Background: an optimization exercise with open tools, aiming at small area, a short achievable clock period and few clock cycles per item. Do not read the settings as production practice.
In this exercise RTL edits were held to simulation tests only and were not proved equivalent to the original.
Power figures rest on the tool's default switching activity, not on a simulated workload.

## page_table_lru_evictor_top
module page_table_lru_evictor_top (
	input  wire         clk,
	input  wire         arst_n,
	input  wire         in_valid,
	output logic        in_ready,
	input  wire  [2:0]  opcode,
	input  wire  [7:0]  file_id,
	input  wire  [15:0] page_number,
	input  wire  [3:0]  frame,
	input  wire  [15:0] pinned_mask,
	input  wire  [15:0] dirty_mask,
	output logic        out_valid,
	input  wire         out_ready,
	output logic [1:0]  status,
	output logic [3:0]  frame_out,
	output logic [7:0]  victim_file_id,
	output logic [15:0] victim_page_number,
	output logic        needs_writeback
);
	localparam int N = 16;
	logic        s1_v;
	logic [2:0]  op_q;
	logic [7:0]  fid_q;
	logic [15:0] pg_q;
	logic [3:0]  fr_q;
	logic [15:0] dirty_q;
	logic [N-1:0] eq_q;       
	logic        peq_q;      
	logic        padd_q;     
	logic [3:0]  pfr_q;      
	logic [N-1:0] vic_q;      
	logic        vfound_q;   
	logic        vlisted_q;  
	logic        busy_q;     
	logic        ready;      
	logic        exec;       
	logic        skid_v;
	assign in_ready = !busy_q;
	assign ready = !(s1_v && out_valid && skid_v);
	assign exec = s1_v && ready;
	logic is_find, is_add, is_remove, is_touch, is_unlink, is_evict;
	assign is_find   = op_q == ptle_pkg::OP_FIND;
	assign is_add    = op_q == ptle_pkg::OP_ADD;
	assign is_remove = op_q == ptle_pkg::OP_REMOVE;
	assign is_touch  = op_q == ptle_pkg::OP_TOUCH;
	assign is_unlink = op_q == ptle_pkg::OP_UNLINK;
	assign is_evict  = op_q == ptle_pkg::OP_EVICT;
	logic [N-1:0] fsel;
	assign fsel = N'(1) << fr_q;
	logic [N-1:0] eq_in, kvalid, wr_key, clr_valid;
	logic [7:0]  kfile [N];
	logic [15:0] kpage [N];
	for (genvar g = 0; g < N; g++) begin : g_cell
		ptle_cell u_cell (
			.clk(clk), .arst_n(arst_n),
			.wr_file(fid_q), .wr_page(pg_q),
			.cmp_file(file_id), .cmp_page(page_number),
			.wr_key(wr_key[g]), .clr_valid(clr_valid[g]),
			.eq(eq_in[g]), .valid(kvalid[g]), .kfile(kfile[g]), .kpage(kpage[g])
		);
	end
	logic [N-1:0] match, first;
	logic hit;
	always_comb begin
		for (int i = 0; i < N; i++)
			match[i] = kvalid[i] && (padd_q && pfr_q == 4'(i) ? peq_q : eq_q[i]);
	end
	always_comb begin
		logic seen;
		seen = 1'b0;
		for (int i = 0; i < N; i++) begin
			first[i] = match[i] && !seen;
			seen = seen || match[i];
		end
	end
  ...
Settings: LEC_CHECK=0, CAP_MARGIN=20, CORE_MARGIN=2, CORE_UTILIZATION=30, CTS_BUF_LIST=sky130_fd_sc_hd__clkbuf_16, CTS_CLUSTER_DIAMETER=60, CTS_CLUSTER_SIZE=20, SETUP_SLACK_MARGIN=4.4, SLEW_MARGIN=20; clock period 7.0 ns.
run.sh (not shown) runs the stock make flow with config.mk's settings and CLKGATE_MAP_FILE= SYNTH_SCRIPT=/design/flow/synth_recipe.tcl, a recipe that flattens the netlist after the stock synthesis.
Testbench counts at the start, summed over its fixed seeds: cycles 32,016, items 32,000.
Edit:
--- a/flow/design.v
+++ b/flow/design.v
@@ -77,15 +77,15 @@
 );
 	localparam int N = 16;
 	logic        s1_v;
 	logic [2:0]  op_q;
 	logic [7:0]  fid_q;
 	logic [15:0] pg_q;
 	logic [3:0]  fr_q;
-	logic [15:0] dirty_q;
+	logic        wb_q;       
 	logic [N-1:0] eq_q;       
 	logic        peq_q;      
 	logic        padd_q;     
 	logic [3:0]  pfr_q;      
 	logic [N-1:0] vic_q;      
 	logic        vfound_q;   
 	logic        vlisted_q;  
@@ -184,15 +184,15 @@
 	end
 	always_ff @(posedge clk) begin
 		if (ready) begin
 			op_q      <= opcode;
 			fid_q     <= file_id;
 			pg_q      <= page_number;
 			fr_q      <= frame;
-			dirty_q   <= dirty_mask;
+			wb_q      <= |(vic_in & dirty_mask);
 			eq_q      <= eq_in;
 			peq_q     <= fid_q == file_id && pg_q == page_number;
 			padd_q    <= s1_v && is_add;
 			pfr_q     <= fr_q;
 			vic_q     <= vic_in;
 			vfound_q  <= |cand;
 			vlisted_q <= |on_n;
@@ -217,15 +217,15 @@
 			if (vic_q[i]) vidx = vidx | 4'(i);
 			if (ksel[i]) begin
 				vfile = vfile | kfile[i];
 				vpage = vpage | kpage[i];
 			end
 		end
 	end
-	assign vdirty = |(vic_q & dirty_q);
+	assign vdirty = wb_q;
 	assign wr_key = exec && is_add ? fsel : '0;
 	assign clr_valid = exec && is_remove ? first : exec ? vic_q : '0;
 	logic [1:0]  r_st;
 	logic [3:0]  r_fr;
 	logic        r_wb;
 	always_comb begin
 		r_st = ptle_pkg::ST_OK;
=> Synthesized area barely changes. Wire length came out higher by a little under a tenth. Final cell count climbs by a few percent. Setup slack gets worse by 1.0 ns. Maximum frequency falls by a quarter to a third. Final area goes up by a few percent. Hold slack stays flat. Clock skew rises by 0.0090 ns. Combinational power rises by a little under a tenth.
Testbench counts after the change, summed over its fixed seeds: cycles 32,016, items 32,000.

---

The RTL this note starts from:
==> flow/design.v <==
`timescale 1ns / 1ps
`default_nettype none
package ptle_pkg;
	typedef enum logic [2:0] {
		OP_FIND   = 3'd0,
		OP_ADD    = 3'd1,
		OP_REMOVE = 3'd2,
		OP_TOUCH  = 3'd3,
		OP_UNLINK = 3'd4,
		OP_EVICT  = 3'd5
	} op_t;
	localparam logic [1:0] ST_OK      = 2'd0;
	localparam logic [1:0] ST_MISS    = 2'd1;
	localparam logic [1:0] ST_EMPTY   = 2'd2;
	localparam logic [1:0] ST_PINNED  = 2'd3;
	localparam int FILE_W = 8;
	localparam int PAGE_W = 16;
	localparam int MASK_W = 16;
endpackage
`default_nettype wire
`timescale 1ns / 1ps
`default_nettype none
module ptle_cell (
	input  wire                            clk,
	input  wire                            arst_n,
	input  wire [ptle_pkg::FILE_W-1:0]     wr_file,
	input  wire [ptle_pkg::PAGE_W-1:0]     wr_page,
	input  wire [ptle_pkg::FILE_W-1:0]     cmp_file,
	input  wire [ptle_pkg::PAGE_W-1:0]     cmp_page,
	input  wire                            wr_key,
	input  wire                            clr_valid,
	output logic                           eq,
	output logic                           valid,
	output logic [ptle_pkg::FILE_W-1:0]    kfile,
	output logic [ptle_pkg::PAGE_W-1:0]    kpage
);
	logic valid_q;
	logic [ptle_pkg::FILE_W-1:0] file_q;
	logic [ptle_pkg::PAGE_W-1:0] page_q;
	always_ff @(posedge clk or negedge arst_n) begin
		if (!arst_n) valid_q <= 1'b0;
		else if (wr_key) valid_q <= 1'b1;
		else if (clr_valid) valid_q <= 1'b0;
	end
	always_ff @(posedge clk) begin
		if (wr_key) begin
			file_q <= wr_file;
			page_q <= wr_page;
		end
	end
	assign eq    = file_q == cmp_file && page_q == cmp_page;
	assign valid = valid_q;
	assign kfile = file_q;
	assign kpage = page_q;
endmodule
`default_nettype wire
`timescale 1ns / 1ps
`default_nettype none
module page_table_lru_evictor_top (
	input  wire         clk,
	input  wire         arst_n,
	input  wire         in_valid,
	output logic        in_ready,
	input  wire  [2:0]  opcode,
	input  wire  [7:0]  file_id,
	input  wire  [15:0] page_number,
	input  wire  [3:0]  frame,
	input  wire  [15:0] pinned_mask,
	input  wire  [15:0] dirty_mask,
	output logic        out_valid,
	input  wire         out_ready,
	output logic [1:0]  status,
	output logic [3:0]  frame_out,
	output logic [7:0]  victim_file_id,
	output logic [15:0] victim_page_number,
	output logic        needs_writeback
);
	localparam int N = 16;
	logic        s1_v;
	logic [2:0]  op_q;
	logic [7:0]  fid_q;
	logic [15:0] pg_q;
	logic [3:0]  fr_q;
	logic [15:0] dirty_q;
	logic [N-1:0] eq_q;       
	logic        peq_q;      
	logic        padd_q;     
	logic [3:0]  pfr_q;      
	logic [N-1:0] vic_q;      
	logic        vfound_q;   
	logic        vlisted_q;  
	logic        busy_q;     
	logic        ready;      
	logic        exec;       
	logic        skid_v;
	assign in_ready = !busy_q;
	assign ready = !(s1_v && out_valid && skid_v);
	assign exec = s1_v && ready;
	logic is_find, is_add, is_remove, is_touch, is_unlink, is_evict;
	assign is_find   = op_q == ptle_pkg::OP_FIND;
	assign is_add    = op_q == ptle_pkg::OP_ADD;
	assign is_remove = op_q == ptle_pkg::OP_REMOVE;
	assign is_touch  = op_q == ptle_pkg::OP_TOUCH;
	assign is_unlink = op_q == ptle_pkg::OP_UNLINK;
	assign is_evict  = op_q == ptle_pkg::OP_EVICT;
	logic [N-1:0] fsel;
	assign fsel = N'(1) << fr_q;
	logic [N-1:0] eq_in, kvalid, wr_key, clr_valid;
	logic [7:0]  kfile [N];
	logic [15:0] kpage [N];
	for (genvar g = 0; g < N; g++) begin : g_cell
		ptle_cell u_cell (
			.clk(clk), .arst_n(arst_n),
			.wr_file(fid_q), .wr_page(pg_q),
			.cmp_file(file_id), .cmp_page(page_number),
			.wr_key(wr_key[g]), .clr_valid(clr_valid[g]),
			.eq(eq_in[g]), .valid(kvalid[g]), .kfile(kfile[g]), .kpage(kpage[g])
		);
	end
	logic [N-1:0] match, first;
	logic hit;
	always_comb begin
		for (int i = 0; i < N; i++)
			match[i] = kvalid[i] && (padd_q && pfr_q == 4'(i) ? peq_q : eq_q[i]);
	end
	assign first = match & ~(match - 1'b1);
	assign hit = |match;
	logic [3:0] hit_idx;
	always_comb begin
		hit_idx = '0;
		for (int i = 0; i < N; i++)
			if (first[i]) hit_idx = hit_idx | 4'(i);
	end
	logic ev_ok;
	assign ev_ok = vfound_q;
	logic [N-1:0] on_q, on_n;
	always_comb begin
		on_n = on_q;
		if (exec) begin
			if (is_touch) on_n = on_q | fsel;
			else if (is_unlink) on_n = on_q & ~fsel;
			else on_n = on_q & ~vic_q;
		end
	end
	logic [N-1:0] tsel;
	logic [N*N-1:0] newer_q, newer_n, newer;
	assign tsel = exec && is_touch ? fsel : '0;
	always_comb begin
		newer_n = newer_q;
		newer = '0;
		for (int i = 0; i < N; i++)
			for (int j = 0; j < N; j++)
				if (i < j) begin
					newer_n[i*N+j] = tsel[i] || (newer_q[i*N+j] && !tsel[j]);
					newer[i*N+j] = newer_n[i*N+j];
				end else if (i > j) begin
					newer[i*N+j] = !newer_n[j*N+i];
				end
	end
	logic [N-1:0] cand, vic_in;
	assign cand = opcode == ptle_pkg::OP_EVICT ? on_n & ~pinned_mask : '0;
	always_comb begin
		for (int v = 0; v < N; v++) begin
			vic_in[v] = cand[v];
			for (int j = 0; j < N; j++)
				if (j != v && cand[j] && !newer[j*N+v]) vic_in[v] = 1'b0;
		end
	end
	always_ff @(posedge clk or negedge arst_n) begin
		if (!arst_n) on_q <= '0;
		else on_q <= on_n;
	end
	for (genvar i = 0; i < N; i++) begin : g_row
		for (genvar j = i + 1; j < N; j++) begin : g_col
			always_ff @(posedge clk) newer_q[i*N+j] <= newer_n[i*N+j];
		end
	end
	always_ff @(posedge clk) begin
		if (ready) begin
			op_q      <= opcode;
			fid_q     <= file_id;
			pg_q      <= page_number;
			fr_q      <= frame;
			dirty_q   <= dirty_mask;
			eq_q      <= eq_in;
			peq_q     <= fid_q == file_id && pg_q == page_number;
			padd_q    <= s1_v && is_add;
			pfr_q     <= fr_q;
			vic_q     <= vic_in;
			vfound_q  <= |cand;
			vlisted_q <= |on_n;
		end
	end
	logic [N-1:0] skid_sel;   
	logic [1:0] skid_st;
	logic [3:0] skid_fr;
	logic       skid_wb;
	logic [N-1:0] ksel;
	always_comb begin
		if (skid_v) ksel = skid_sel;
		else ksel = vic_q & kvalid;
	end
	logic [3:0]  vidx;
	logic [7:0]  vfile;
	logic [15:0] vpage;
	logic        vdirty;
	always_comb begin
		vidx = '0; vfile = '0; vpage = '0;
		for (int i = 0; i < N; i++) begin
			if (vic_q[i]) vidx = vidx | 4'(i);
			if (ksel[i]) begin
				vfile = vfile | kfile[i];
				vpage = vpage | kpage[i];
			end
		end
	end
	assign vdirty = |(vic_q & dirty_q);
	assign wr_key = exec && is_add ? fsel : '0;
	assign clr_valid = exec && is_remove ? first : exec ? vic_q : '0;
	logic [1:0]  r_st;
	logic [3:0]  r_fr;
	logic        r_wb;
	always_comb begin
		r_st = ptle_pkg::ST_OK;
		r_fr = '0;
		r_wb = 1'b0;
		if (is_find || is_remove) begin
			if (!hit) r_st = ptle_pkg::ST_MISS;
			else if (is_find) r_fr = hit_idx;
		end else if (is_evict) begin
			if (!vlisted_q) r_st = ptle_pkg::ST_EMPTY;
			else if (!vfound_q) r_st = ptle_pkg::ST_PINNED;
			else begin
				r_fr = vidx;
				r_wb = vdirty;
			end
		end
	end
	logic pop;
	assign pop = out_valid && out_ready;
	logic s1_v_n, out_valid_n, skid_v_n;
	always_comb begin
		s1_v_n = ready ? in_valid : s1_v;
		out_valid_n = out_valid;
		skid_v_n = skid_v;
		if (pop) begin
			out_valid_n = skid_v || exec;
			skid_v_n = 1'b0;
		end else if (exec) begin
			if (out_valid) skid_v_n = 1'b1;
			else out_valid_n = 1'b1;
		end
	end
	always_ff @(posedge clk or negedge arst_n) begin
		if (!arst_n) begin
			s1_v      <= 1'b0;
			busy_q    <= 1'b0;
			out_valid <= 1'b0;
			skid_v    <= 1'b0;
		end else begin
			s1_v      <= s1_v_n;
			busy_q    <= s1_v_n && out_valid_n && skid_v_n;
			out_valid <= out_valid_n;
			skid_v    <= skid_v_n;
		end
	end
	always_ff @(posedge clk) begin
		if (!out_valid || out_ready) begin
			if (skid_v) {status, frame_out, needs_writeback} <= {skid_st, skid_fr, skid_wb};
			else {status, frame_out, needs_writeback} <= {r_st, r_fr, r_wb};
			victim_file_id <= vfile;
			victim_page_number <= vpage;
		end
		if (!skid_v && out_valid && !out_ready) begin
			{skid_st, skid_fr, skid_wb} <= {r_st, r_fr, r_wb};
			skid_sel <= ksel;
		end
	end
endmodule
`default_nettype wire
Settings: LEC_CHECK=0, CAP_MARGIN=20, CORE_MARGIN=2, CORE_UTILIZATION=30, SETUP_SLACK_MARGIN=4.4, SLEW_MARGIN=20; clock period 7.0 ns.
The baseline completed with no timing, DRC or antenna violations.
Testbench counts at the start, summed over its fixed seeds: cycles 32,016, items 32,000.
Then changed:
--- a/flow/design.v
+++ b/flow/design.v
@@ -80,12 +80,11 @@
 	logic [2:0]  op_q;
 	logic [7:0]  fid_q;
 	logic [15:0] pg_q;
-	logic [3:0]  fr_q;
+	logic [N-1:0] fsel;       
 	logic [15:0] dirty_q;
 	logic [N-1:0] eq_q;       
 	logic        peq_q;      
-	logic        padd_q;     
-	logic [3:0]  pfr_q;      
+	logic [N-1:0] padd_q;     
 	logic [N-1:0] vic_q;      
 	logic        vfound_q;   
 	logic        vlisted_q;  
@@ -103,8 +102,6 @@
 	assign is_touch  = op_q == ptle_pkg::OP_TOUCH;
 	assign is_unlink = op_q == ptle_pkg::OP_UNLINK;
 	assign is_evict  = op_q == ptle_pkg::OP_EVICT;
-	logic [N-1:0] fsel;
-	assign fsel = N'(1) << fr_q;
 	logic [N-1:0] eq_in, kvalid, wr_key, clr_valid;
 	logic [7:0]  kfile [N];
 	logic [15:0] kpage [N];
@@ -121,7 +118,7 @@
 	logic hit;
 	always_comb begin
 		for (int i = 0; i < N; i++)
-			match[i] = kvalid[i] && (padd_q && pfr_q == 4'(i) ? peq_q : eq_q[i]);
+			match[i] = kvalid[i] && (padd_q[i] ? peq_q : eq_q[i]);
 	end
 	assign first = match & ~(match - 1'b1);
 	assign hit = |match;
@@ -132,14 +129,14 @@
 			if (first[i]) hit_idx = hit_idx | 4'(i);
 	end
 	logic ev_ok;
-	assign ev_ok = vfound_q;
+	assign ev_ok = is_evict && vfound_q;
 	logic [N-1:0] on_q, on_n;
 	always_comb begin
 		on_n = on_q;
 		if (exec) begin
 			if (is_touch) on_n = on_q | fsel;
 			else if (is_unlink) on_n = on_q & ~fsel;
-			else on_n = on_q & ~vic_q;
+			else if (ev_ok) on_n = on_q & ~vic_q;
 		end
 	end
 	logic [N-1:0] tsel;
@@ -158,7 +155,7 @@
 				end
 	end
 	logic [N-1:0] cand, vic_in;
-	assign cand = opcode == ptle_pkg::OP_EVICT ? on_n & ~pinned_mask : '0;
+	assign cand = on_n & ~pinned_mask;
 	always_comb begin
 		for (int v = 0; v < N; v++) begin
 			vic_in[v] = cand[v];
@@ -180,25 +177,24 @@
 			op_q      <= opcode;
 			fid_q     <= file_id;
 			pg_q      <= page_number;
-			fr_q      <= frame;
+			fsel      <= N'(1) << frame;
 			dirty_q   <= dirty_mask;
 			eq_q      <= eq_in;
 			peq_q     <= fid_q == file_id && pg_q == page_number;
-			padd_q    <= s1_v && is_add;
-			pfr_q     <= fr_q;
+			padd_q    <= s1_v && is_add ? fsel : '0;
 			vic_q     <= vic_in;
 			vfound_q  <= |cand;
 			vlisted_q <= |on_n;
 		end
 	end
-	logic [N-1:0] skid_sel;   
+	logic skid_kv;
 	logic [1:0] skid_st;
 	logic [3:0] skid_fr;
 	logic       skid_wb;
 	logic [N-1:0] ksel;
 	always_comb begin
-		if (skid_v) ksel = skid_sel;
-		else ksel = vic_q & kvalid;
+		if (skid_v) ksel = skid_kv ? N'(1) << skid_fr : '0;
+		else ksel = is_evict ? vic_q & kvalid : '0;
 	end
 	logic [3:0]  vidx;
 	logic [7:0]  vfile;
@@ -216,7 +212,7 @@
 	end
 	assign vdirty = |(vic_q & dirty_q);
 	assign wr_key = exec && is_add ? fsel : '0;
-	assign clr_valid = exec && is_remove ? first : exec ? vic_q : '0;
+	assign clr_valid = exec && is_remove ? first : exec && ev_ok ? vic_q : '0;
 	logic [1:0]  r_st;
 	logic [3:0]  r_fr;
 	logic        r_wb;
@@ -273,7 +269,7 @@
 		end
 		if (!skid_v && out_valid && !out_ready) begin
 			{skid_st, skid_fr, skid_wb} <= {r_st, r_fr, r_wb};
-			skid_sel <= ksel;
+			skid_kv <= |ksel;
 		end
 	end
 endmodule
Result: Via count went up by a few percent. Wire length rose by a little under a tenth. Synthesized area grows by a few percent. Final cell count went down slightly. First-iteration DRC count goes up by a little under a tenth. Global-route usage is higher by 0.61 points. Worst setup slack gets better by 0.23 ns. Combinational power rose by well over a third.
Testbench counts after the change, summed over its fixed seeds: cycles 32,016, items 32,000.

==> separate check: timing with driven ports <==
Ports are ideal in the flow. The routed layouts listed here were re-timed in OpenROAD. Step 1 sets driving cells, clkbuf_16 on the clock port and buf_2 on the other inputs (assumed; they add their load-dependent delay and slew). Step 2 also shifts input and output timing later by t, the mid clock arrival at the registers, as if the neighbouring blocks saw the same clock. Three values: no drivers, after step 1, after step 2; two values: the first two.
run | shift t [ns] | setup slack, ns | worst setup path at the end | worst register clock-pin slew, ns | pins driven straight from the clock port
the first run of note 1 | 0.694 | 4.302 / 4.267 / 3.671 | input to register | 0.09 / 0.09 | 1
the second run of note 1 | 0.727 | 3.263 / 3.308 / 2.581 | input to register | 0.09 / 0.09 | 1
the first run of note 2 | 0.691 | 3.904 / 3.904 / 3.490 | input to register | 0.07 / 0.07 | 1
the second run of note 2 | 0.734 | 4.136 / 4.136 / 3.486 | input to register | 0.07 / 0.07 | 1
After both steps setup and hold are still met in every run listed. The setup slack of the second run of note 1, which loses most, moves by +0.045 ns with the drivers and by -0.682 ns with both steps.
